What follows belongs to an exercise in optimizing a design on an open flow for small area, a short achievable clock period and few clock cycles; a production flow would make more cautious choices. The RTL was checked by simulation tests, not by an equivalence proof against the original design.

**flow/run.sh**
```bash
#!/bin/bash
# synth_recipe.tcl (not shown) runs the flow's synth.tcl, then flattens the netlist and writes it again
# the make line also repeats each setting of config.mk as NAME=value (left out here)
make -C /OpenROAD-flow-scripts/flow DESIGN_CONFIG=/design/flow/config.mk WORK_HOME=/design/flow/orfs CLKGATE_MAP_FILE= SYNTH_SCRIPT=/design/flow/synth_recipe.tcl finish
```
**flow/config.mk**
```make
export PLATFORM = sky130hd
export DESIGN_NAME = decaying_counter
export DESIGN_NICKNAME = decaying_counter
export VERILOG_FILES = /design/flow/design.v
export SDC_FILE = /design/flow/constraint.sdc
export NUM_CORES = 4
export LEC_CHECK = 0
export CAP_MARGIN = 20
export CORE_MARGIN = 2
export CORE_UTILIZATION = 40
export SLEW_MARGIN = 20
```
**flow/constraint.sdc**
```tcl
create_clock -name core_clock -period 10.0 [get_ports {clk}]
set_input_delay 2.0000 -clock core_clock [delete_from_list [all_inputs] [get_ports {clk}]]
set_output_delay 2.0000 -clock core_clock [all_outputs]
set_load 0.01 [all_outputs]
```
**flow/design.v**
```verilog
package dcnt_pkg;
	localparam int VAL_W     = 48;
	localparam int CMD_W     = 2;
	localparam int COUNT_W   = 16;
	localparam int UNIT_W    = 2;
	localparam int CFG_IDX_W = 2;
	localparam int DIV_W     = 32;
	localparam int MAG_W     = VAL_W + 1;
	localparam logic [CMD_W-1:0] CMD_INC  = 2'd0;
	localparam logic [CMD_W-1:0] CMD_DEC  = 2'd1;
	localparam logic [CMD_W-1:0] CMD_PEEK = 2'd2;
	localparam logic [UNIT_W-1:0] UNIT_MS  = 2'd0;
	localparam logic [UNIT_W-1:0] UNIT_SEC = 2'd1;
	localparam logic [UNIT_W-1:0] UNIT_MIN = 2'd2;
	localparam logic [UNIT_W-1:0] UNIT_BAD = 2'd3;
	localparam logic [CFG_IDX_W-1:0] REG_RATE  = 2'd0;
	localparam logic [CFG_IDX_W-1:0] REG_COUNT = 2'd1;
	localparam logic [CFG_IDX_W-1:0] REG_UNIT  = 2'd2;
	localparam logic [VAL_W-1:0] VAL_MAX   = {1'b0, {(VAL_W-1){1'b1}}};
	localparam logic [VAL_W-1:0] VAL_MIN   = {1'b1, {(VAL_W-1){1'b0}}};
	localparam logic [MAG_W-1:0] DEG_LIMIT = {1'b1, {VAL_W{1'b0}}};
	typedef struct packed {
		logic [CMD_W-1:0]        cmd;
		logic signed [VAL_W-1:0] amount;
		logic [VAL_W-1:0]        now_ms;
	} req_t;
	typedef struct packed {
		logic                    status;
		logic signed [VAL_W-1:0] result_value;
	} rsp_t;
	typedef struct packed {
		logic signed [VAL_W-1:0] decay_step;
		logic [COUNT_W-1:0]      interval_count;
		logic [UNIT_W-1:0]       interval_unit;
	} cfg_t;
endpackage
module dcnt_alu (
	input  logic [49:0] d,       
	output logic [47:0] q        
);
	assign q = d[49] ? 48'd0 : ((|d[48:47]) ? 48'h7FFF_FFFF_FFFF : d[47:0]);
endmodule
import dcnt_pkg::*;
module dcnt_cfg (
	input  logic                           clk,
	input  logic                           arst_n,
	input  logic                           cfg_valid,
	output logic                           cfg_ready,
	input  logic [dcnt_pkg::CFG_IDX_W-1:0] cfg_index,
	input  logic [dcnt_pkg::VAL_W-1:0]     cfg_data,
	output logic                           cfg_wr,
	output logic                           rneg,     
	output logic [47:0]                    rmag,     
	output logic                           ubad,     
	output logic [31:0]                    per       
);
	logic [15:0] cnt_q;
	logic [1:0]  unit_q;
	logic [15:0] cnt_eff;
	logic [31:0] p1000, p_next;
	assign cfg_ready = 1'b1;
	assign cfg_wr    = cfg_valid;
	assign ubad      = (unit_q == UNIT_BAD);
	always_comb begin
		cnt_eff = (cnt_q == 16'd0) ? 16'd1 : cnt_q;
		p1000 = {6'd0, cnt_eff, 10'd0} - {13'd0, cnt_eff, 3'd0} - {12'd0, cnt_eff, 4'd0};
		case (unit_q)
			UNIT_SEC: p_next = p1000;
			UNIT_MIN: p_next = {p1000[25:0], 6'd0} - {p1000[29:0], 2'd0};
			default:  p_next = {16'd0, cnt_eff};
		endcase
	end
	always_ff @(posedge clk or negedge arst_n) begin
		if (!arst_n) begin
			rneg   <= 1'b0;
			rmag   <= 48'd65536;
			cnt_q  <= 16'd1;
			unit_q <= UNIT_MS;
			per    <= 32'd1;
		end else begin
			per <= p_next;
			if (cfg_valid) begin
				case (cfg_index)
					REG_RATE: begin
						rneg <= cfg_data[47];
						rmag <= cfg_data[47] ? (48'd0 - cfg_data) : cfg_data;
					end
					REG_COUNT: cnt_q  <= cfg_data[15:0];
					REG_UNIT:  unit_q <= cfg_data[1:0];
					default: begin
					end
				endcase
			end
		end
	end
endmodule
import dcnt_pkg::*;
module dcnt_core (
	input  logic        clk,
	input  logic        arst_n,
	input  logic        req_valid,
	input  logic [1:0]  req_cmd,
	input  logic [47:0] req_amount,
	input  logic [47:0] req_now_ms,
	output logic        req_stall,
	input  logic        cfg_wr,
	input  logic        rneg,
	input  logic [47:0] rmag,
	input  logic        ubad,
	input  logic [31:0] per,
	output logic        rsp_valid,
	input  logic        rsp_stall,
	output logic        rsp_status,
	output logic [47:0] rsp_result_value
);
	localparam logic [1:0] K_ZERO = 2'd0;
	localparam logic [1:0] K_RAW  = 2'd1;
	localparam logic [1:0] K_DEC  = 2'd2;
	localparam logic [48:0] SAT = {1'b1, 48'd0};
	logic        exists_q, cval_q, t0_q, slow_q, qnz_q;
	logic [47:0] raw_q, born_q, bnd_q, sh_q;
	logic [48:0] mag_q;
	logic [5:0]  sc_q;
	logic [2:0]  wc_q;
	logic        rsp_v_q, rsp_st_q;
	logic [1:0]  rsp_k_q;
	logic        go, accept, need, ready0, ready1, ready_lt, walk_ok;
	logic [48:0] age, dl;
	logic [49:0] e1, e2;
	logic        ltb, ge0, c1, c2;
	logic [49:0] d0, d1;
	logic [47:0] dval;
	logic        dz0, dz1, dz, vz;
	logic [49:0] mp_sum, mm_sum;
	logic [48:0] mag_p;
	logic [48:0] ad;
	logic [47:0] v_dec, v_inc;
	logic [32:0] dsub;
	logic        skip8;
	logic [49:0] hsum;
	logic [48:0] mag_h, mag_s8;
	dcnt_alu u_clamp (.d(d0), .q(dval));
	assign go = !rsp_v_q || !rsp_stall;
	always_comb begin
		age = {1'b0, req_now_ms} - {1'b0, born_q};
		dl  = {1'b0, req_now_ms} - {1'b0, bnd_q};
		e1  = {2'b0, req_now_ms} - {2'b0, bnd_q} - {18'd0, per};
		e2  = {2'b0, req_now_ms} - {2'b0, bnd_q} - {17'd0, per, 1'b0};
		ltb = age[48];
		ge0 = !dl[48];
		c1  = !e1[49];
		c2  = !e2[49];
		d0  = rneg ? ({{2{raw_q[47]}}, raw_q} + {1'b0, mag_q})
		           : ({{2{raw_q[47]}}, raw_q} - {1'b0, mag_q});
		d1  = rneg ? (d0 + {2'b0, rmag}) : (d0 - {2'b0, rmag});
		dz0 = d0[49] || (d0 == 50'd0);
		dz1 = d1[49] || (d1 == 50'd0);
		mp_sum = {1'b0, mag_q} + {2'b0, rmag};
		mag_p  = (mp_sum > {1'b0, SAT}) ? SAT : mp_sum[48:0];
		mm_sum = {1'b0, mag_q} - {2'b0, rmag};
		ad    = (req_cmd == CMD_DEC) ? ({raw_q[47], raw_q} - {req_amount[47], req_amount})
		                             : ({raw_q[47], raw_q} + {req_amount[47], req_amount});
		v_inc = (ad[48] != ad[47]) ? (ad[48] ? VAL_MIN : VAL_MAX) : ad[47:0];
		v_dec = ad[48] ? 48'd0 : (ad[47] ? VAL_MAX : ad[47:0]);
		vz    = (v_dec == 48'd0);
		need     = exists_q && (req_cmd != 2'd3) && !ubad;
		ready0   = cval_q && ge0 && !c1;
		ready1   = cval_q && c1 && !c2;
		ready_lt = cval_q && t0_q && ltb;
		dz       = ready1 ? dz1 : dz0;
		accept   = req_valid && go && !slow_q && (!need || ready0 || ready1 || ready_lt);
		walk_ok  = (wc_q != 3'd7);
		dsub   = {bnd_q[31:0], sh_q[47]} - {1'b0, per};
		skip8  = (sc_q >= 6'd8) && (bnd_q[31:24] == 8'd0) && ({bnd_q[23:0], sh_q[47:40]} < per);
		hsum   = {mag_q, 1'b0} + ((!dsub[32]) ? {2'b0, rmag} : 50'd0);
		mag_h  = (hsum > {1'b0, SAT}) ? SAT : hsum[48:0];
		mag_s8 = (|mag_q[48:40]) ? SAT : {mag_q[40:0], 8'd0};
	end
	assign req_stall        = !accept;
	assign rsp_valid        = rsp_v_q;
	assign rsp_status       = rsp_st_q;
	assign rsp_result_value = (rsp_k_q == K_RAW) ? raw_q : ((rsp_k_q == K_DEC) ? dval : 48'd0);
	always_ff @(posedge clk or negedge arst_n) begin
		if (!arst_n) begin
			exists_q <= 1'b0;
			cval_q   <= 1'b0;
			t0_q     <= 1'b0;
			slow_q   <= 1'b0;
			qnz_q    <= 1'b0;
			raw_q    <= '0;
			born_q   <= '0;
			bnd_q    <= '0;
			sh_q     <= '0;
			mag_q    <= '0;
			sc_q     <= '0;
			wc_q     <= '0;
			rsp_v_q  <= 1'b0;
			rsp_st_q <= 1'b0;
			rsp_k_q  <= K_ZERO;
		end else begin
			if (accept) begin
				rsp_v_q <= 1'b1;
			end else if (!rsp_stall) begin
				rsp_v_q <= 1'b0;
			end
			if (cfg_wr) begin
				cval_q <= 1'b0;
				slow_q <= 1'b0;
			end else if (go && slow_q) begin
				if (sc_q == 6'd0) begin
					bnd_q  <= dl[47:0];
					cval_q <= 1'b1;
					t0_q   <= !qnz_q;
					slow_q <= 1'b0;
				end else if (skip8) begin
					bnd_q <= {bnd_q[23:0], sh_q[47:40]};
					sh_q  <= {sh_q[39:0], 8'd0};
					mag_q <= mag_s8;
					sc_q  <= sc_q - 6'd8;
				end else begin
					bnd_q <= dsub[32] ? {bnd_q[46:0], sh_q[47]} : {15'd0, dsub};
					sh_q  <= {sh_q[46:0], 1'b0};
					mag_q <= mag_h;
					qnz_q <= qnz_q || !dsub[32];
					sc_q  <= sc_q - 6'd1;
				end
			end else if (accept) begin
				wc_q     <= '0;
				rsp_st_q <= 1'b0;
				rsp_k_q  <= K_ZERO;
				if (req_cmd == 2'd3) begin
					rsp_st_q <= 1'b1;
				end else if (!exists_q || (req_cmd == CMD_INC && (ubad || dz))) begin
					if (req_cmd == CMD_INC) begin
						exists_q <= 1'b1;
						raw_q    <= req_amount;
						born_q   <= req_now_ms;
						bnd_q    <= req_now_ms;
						mag_q    <= '0;
						cval_q   <= 1'b1;
						t0_q     <= 1'b1;
						rsp_k_q  <= K_RAW;
					end else begin
						rsp_st_q <= 1'b1;
					end
				end else begin
					if (!ubad && ready1) begin
						bnd_q <= bnd_q + {16'd0, per};
						mag_q <= mag_p;
						t0_q  <= 1'b0;
					end
					case (req_cmd)
						CMD_INC: begin
							raw_q   <= v_inc;
							rsp_k_q <= K_DEC;
						end
						CMD_DEC: begin
							if (vz) begin
								exists_q <= 1'b0;
							end else begin
								raw_q   <= v_dec;
								rsp_k_q <= ubad ? K_ZERO : K_DEC;
							end
						end
						default: begin
							if (ubad || dz) begin
								exists_q <= 1'b0;
							end else begin
								rsp_k_q <= K_DEC;
							end
						end
					endcase
				end
			end else if (go && req_valid && need) begin
				if (ltb) begin
					bnd_q  <= born_q;
					mag_q  <= '0;
					cval_q <= 1'b1;
					t0_q   <= 1'b1;
				end else if (!cval_q || !walk_ok || (!ge0 && mag_q[48])) begin
					slow_q <= 1'b1;
					qnz_q  <= 1'b0;
					bnd_q  <= '0;
					sh_q   <= age[47:0];
					mag_q  <= '0;
					sc_q   <= 6'd48;
				end else if (c2) begin
					bnd_q <= bnd_q + {16'd0, per};
					mag_q <= mag_p;
					t0_q  <= 1'b0;
					wc_q  <= wc_q + 3'd1;
				end else begin
					bnd_q <= bnd_q - {16'd0, per};
					mag_q <= mm_sum[48:0];
					wc_q  <= wc_q + 3'd1;
				end
			end
		end
	end
endmodule
import dcnt_pkg::*;
module decaying_counter #(
	parameter int TIME_WIDTH = 48,
	parameter int FRAC_BITS  = 16
) (
	input  logic                           clk,
	input  logic                           arst_n,
	input  logic                           cfg_valid,
	output logic                           cfg_ready,
	input  logic [dcnt_pkg::CFG_IDX_W-1:0] cfg_index,
	input  logic [dcnt_pkg::VAL_W-1:0]     cfg_data,
	input  logic                           req_valid,
	output logic                           req_stall,
	input  logic [dcnt_pkg::CMD_W-1:0]     req_cmd,
	input  logic [dcnt_pkg::VAL_W-1:0]     req_amount,
	input  logic [dcnt_pkg::VAL_W-1:0]     req_now_ms,
	output logic                           rsp_valid,
	input  logic                           rsp_stall,
	output logic                           rsp_status,
	output logic [dcnt_pkg::VAL_W-1:0]     rsp_result_value
);
	logic        cfg_wr, rneg, ubad;
	logic [47:0] rmag;
	logic [31:0] per;
	dcnt_cfg u_cfg (
		.clk       (clk),
		.arst_n    (arst_n),
		.cfg_valid (cfg_valid),
		.cfg_ready (cfg_ready),
		.cfg_index (cfg_index),
		.cfg_data  (cfg_data),
		.cfg_wr    (cfg_wr),
		.rneg      (rneg),
		.rmag      (rmag),
		.ubad      (ubad),
		.per       (per)
	);
	dcnt_core u_core (
		.clk              (clk),
		.arst_n           (arst_n),
		.req_valid        (req_valid),
		.req_cmd          (req_cmd),
		.req_amount       (req_amount),
		.req_now_ms       (req_now_ms),
		.req_stall        (req_stall),
		.cfg_wr           (cfg_wr),
		.rneg             (rneg),
		.rmag             (rmag),
		.ubad             (ubad),
		.per              (per),
		.rsp_valid        (rsp_valid),
		.rsp_stall        (rsp_stall),
		.rsp_status       (rsp_status),
		.rsp_result_value (rsp_result_value)
	);
endmodule
```
==> results_dict.tcl <==
set metrics [dict create \
    ant_nets 0 \
    pre_cts_ws_ns -0.153 \
    startpoint_type "register" \
    grt_pass1_wl_mm 383 \
    vias 63773 \
    die_h_um 384 \
    drt-pass1-iter-count 9 \
    drtIter0Drc 6662 \
    n_antenna_cell 0 \
    grt-ovfl-total 0 \
    grt_usage 0.339 \
    setup_violations 0 \
    clk_pin_slew_ns 0.06 \
    maxCapViolCount 0 \
    nets 8965 \
    ys_seq_elements 358 \
    fp.coreArea_mm2 0.143 \
    drc_errors 0 \
    cts-root-buf "clkbuf_16" \
    viasPerCell 6.31 \
    tns_ns 0 \
    synthCells 7852 \
    fin_crit_ns 9.76 \
    drive_gt1_frac 0.102 \
    worstSetupEndpointType "output port" \
    area_growth_pct 15.9 \
    grt_pass1_vias 59538 \
    syn_area_mm2 0.0577 \
    cts_tree "built" \
    crit_arrival_ns 7.76 \
    antenna_found_initial 3 \
    worst_slack_ns 0.243 \
    insertion_delay_ns 0.69 \
    relSlewSlack 0.200 \
    cp_max_fo 17 \
    ctsLongestPathBuffers 3 \
    ios 205 \
    finalCritPeriodShare 0.976 \
    holdBufCountCts 0 \
    wl_mm 261 \
    dp_hpwl_mm 208 \
    place_inst 9975 \
    grt_max_degree 145 \
    async_flop_share 1.00 \
    drv_slew 0 \
    fp-row-count 139 \
    die_x_um 384 \
    final_util 0.466 \
    syn_nets 8656 \
    cts.htree.levels 2 \
    max_freq_ghz 0.102 \
    hp-class "reg2reg" \
    ys_seq_area_frac 0.155 \
    cts_sinks 358 \
    finClkSkew_ns 0.0569 \
    synthDominantCellAreaShare 0.154 \
    outcome "no timing/DRC/antenna violations" \
    stdcell_count 10106 \
    port_buffers 203 \
    gp_congestion 1.04 \
    syn_area_per_cell_um2 7.35 \
    numCtsBuffers 51 \
    dieArea_mm2 0.147 \
    hold_viol_final 0 \
    crit_required_ns 8.00 \
    synth_area_leader_cell "dfrtp_1" \
    synthFlopType "dfrtp_1" \
    synth_edf_count 0 \
    crit_type "reg2out" \
    tightest_slew_ns 1.19 \
    wl_per_cell_um 25.9 \
    synth.distinct_cells 109 \
    start_util 0.402 \
    ys_warn_count 2 \
    ys_top_cells_by_area "dfrtp_1 15%, ha_1 14%, a21oi_1 6.4%" \
]
[what timing repair did]
action | CTS | global route
endpoints found under the setup margin | 147 | 248
pin swaps | 4 | 59
resized for setup | 11 | 95
setup buffers | 2 | 25
gates cloned | 1 | 8
[registers in the layout (all words and copies together) (netlist names)]
signal	cells
u_core.mag_q	49
u_cfg.rmag	48
u_core.bnd_q	48
u_core.born_q	48
u_core.raw_q	48
u_core.sh_q	48
u_cfg.per	32
u_cfg.cnt_q	16
u_core.sc_q	6
u_core.wc_q	3
u_cfg.unit_q	2
u_core.rsp_k_q	2
u_cfg.rneg	1
u_core.cval_q	1
u_core.exists_q	1
u_core.qnz_q	1
u_core.rsp_st_q	1
u_core.rsp_v_q	1
u_core.slow_q	1
u_core.t0_q	1
[worst paths after layout]
check,slack (ns),start,cells after the start,endpoint
setup / recovery,0.24,u_core.mag_q[13],24,rsp_result_value[43]
hold / removal,0.51,u_core.sh_q[7],2,u_core.sh_q[7]
setup reg to reg,0.28,u_cfg.per[0],45,u_core.mag_q[25]
hold reg to reg,0.51,u_core.sh_q[7],2,u_core.sh_q[7]
max in group asynchronous,7.09,arst_n,2,u_core.sh_q[44]
min in group asynchronous,1.36,arst_n,1,u_cfg.rmag[43]
[cells in the final DEF (no fill, tap or decap), types with 76 or more instances in the layout]
cell type          n
xnor2_1          392
a21oi_1          724
nor4_1            76
nor3_1           190
xor2_1           250
a22oi_1           79
nor2_1           635
o21a_1            76
nand4_1           80
mux2i_1           93
ha_1             632
buf_4            402
o21bai_1          80
nand3_1          168
clkdlybuf4s50_1  200
a31oi_1           83
inv_1            436
mux2_2           118
nand2b_1         106
o21ai_0          605
a211oi_1          81
nor2b_1           90
dfrtp_1          354
a221oi_1          82
nand2_1          684
a21o_1           255
o31ai_1           76
[critical path, cell delays in order, from the launching register on]
cell and delay (ns):
dfrtp_1 0.37, or4_4 0.55, or3_4 0.39, or3b_1 0.39
or3_4 0.39, nor3_4 0.14, buf_6 0.14, a21oi_1 0.07
xor2_1 0.20, buf_4 0.15, ha_1 0.29, nand4_1 0.12
o31ai_2 0.40, nor3b_1 0.30, o21a_1 0.27, nor2_2 0.06
o21ai_1 0.27, a21oi_2 0.13, o31ai_1 0.31, xor2_1 0.36
nand2b_2 0.42, buf_12 0.22, nor2_1 0.06, o21ai_0 0.44
clkdlybuf4s50_1 0.64
[layer usage]
| metal | vias up | wire, um | global-route usage |
|---|---|---|---|
| met3 | 628 | 19300 | 0.0441 |
| met2 | 2891 | 115000 | 0.536 |
| li1 | 29501 | - | - |
| met1 | 30753 | 108000 | 0.440 |
| met5 | - | 0 | 0 |
| met4 | 0 | 18500 | 0.202 |
[cells in the mapped netlist (82+ instances only)]
cell type / count
a211oi_1: 82
a21o_1: 255
a21oi_1: 736
a221oi_1: 83
a31oi_1: 87
clkbuf_1: 324
dfrtp_1: 355
ha_1: 639
inv_1: 437
mux2_2: 118
mux2i_1: 93
nand2_1: 687
nand2b_1: 108
nand3_1: 169
nor2_1: 646
nor2b_1: 91
nor3_1: 194
nor4_1: 85
o21ai_0: 619
xnor2_1: 395
xor2_1: 251
[metrics by stage]
step	hold WS, ns	area, um^2
6_report	0.512	66800
5_1_grt	0.539	66800
4_1_cts	0.518	66100
3_5_place_dp	0.504	64100
3_3_place_gp	0.487	64000
2_1_floorplan	0.454	57700
[final cells by class]
| type | count | area (um^2) |
|---|---|---|
| multi-input combinational | 6659 | 46000 |
| tap | 1903 | 2380 |
| timing repair buffer | 646 | 5870 |
| clock buffer | 64 | 1440 |
| inverter | 445 | 1680 |
| sequential | 358 | 8960 |
| fill | 14508 | 76500 |
| clock inverter | 31 | 484 |
[cells by family (layout without fill, tap and decap cells)]
logic type,after synthesis,in the layout,synth area share
AO/OA/AOI/OAI,2712,2712,0.304
XOR/XNOR,648,648,0.0988
adder cells (fa/ha/maj),652,652,0.143
buffers and inverters,835,1186,0.0559
flip-flops,358,358,0.155
multiplexers,220,220,0.0409
other,1,1,0.0000650
AND/OR/NAND/NOR,2426,2426,0.202
Testbench counts, summed over its fixed seeds: cycles 7,378.

port drivers added, routing unchanged:
In the flow no input, the clock included, has a driving cell. The finished layout below was timed again as built, in two steps.
Step 1: set_driving_cell puts a clkbuf_16 on clk and a buf_2 on each other input, an assumption about the parent block.
Step 2 adds t to the input delays and takes it off the output delays; t is the mean of the earliest and latest rising clock arrival at the registers after step 1. Input paths then give back, and output paths get back, about the clock's delay inside the block.
Slacks: ideal ports / drivers / drivers and shift; pairs: ideal ports / drivers.
t (ns): 0.756
setup WS [ns]: 0.243 / 0.153 / 0.121
worst hold slack (ns): 0.512 / 0.512 / 0.512
worst setup path at the end: input to register
latest minus earliest clock arrival (ns): 0.057 / 0.057
After both steps this run still meets setup and hold. The setup slack of this run moves by -0.090 ns with the drivers and by -0.122 ns with both steps.
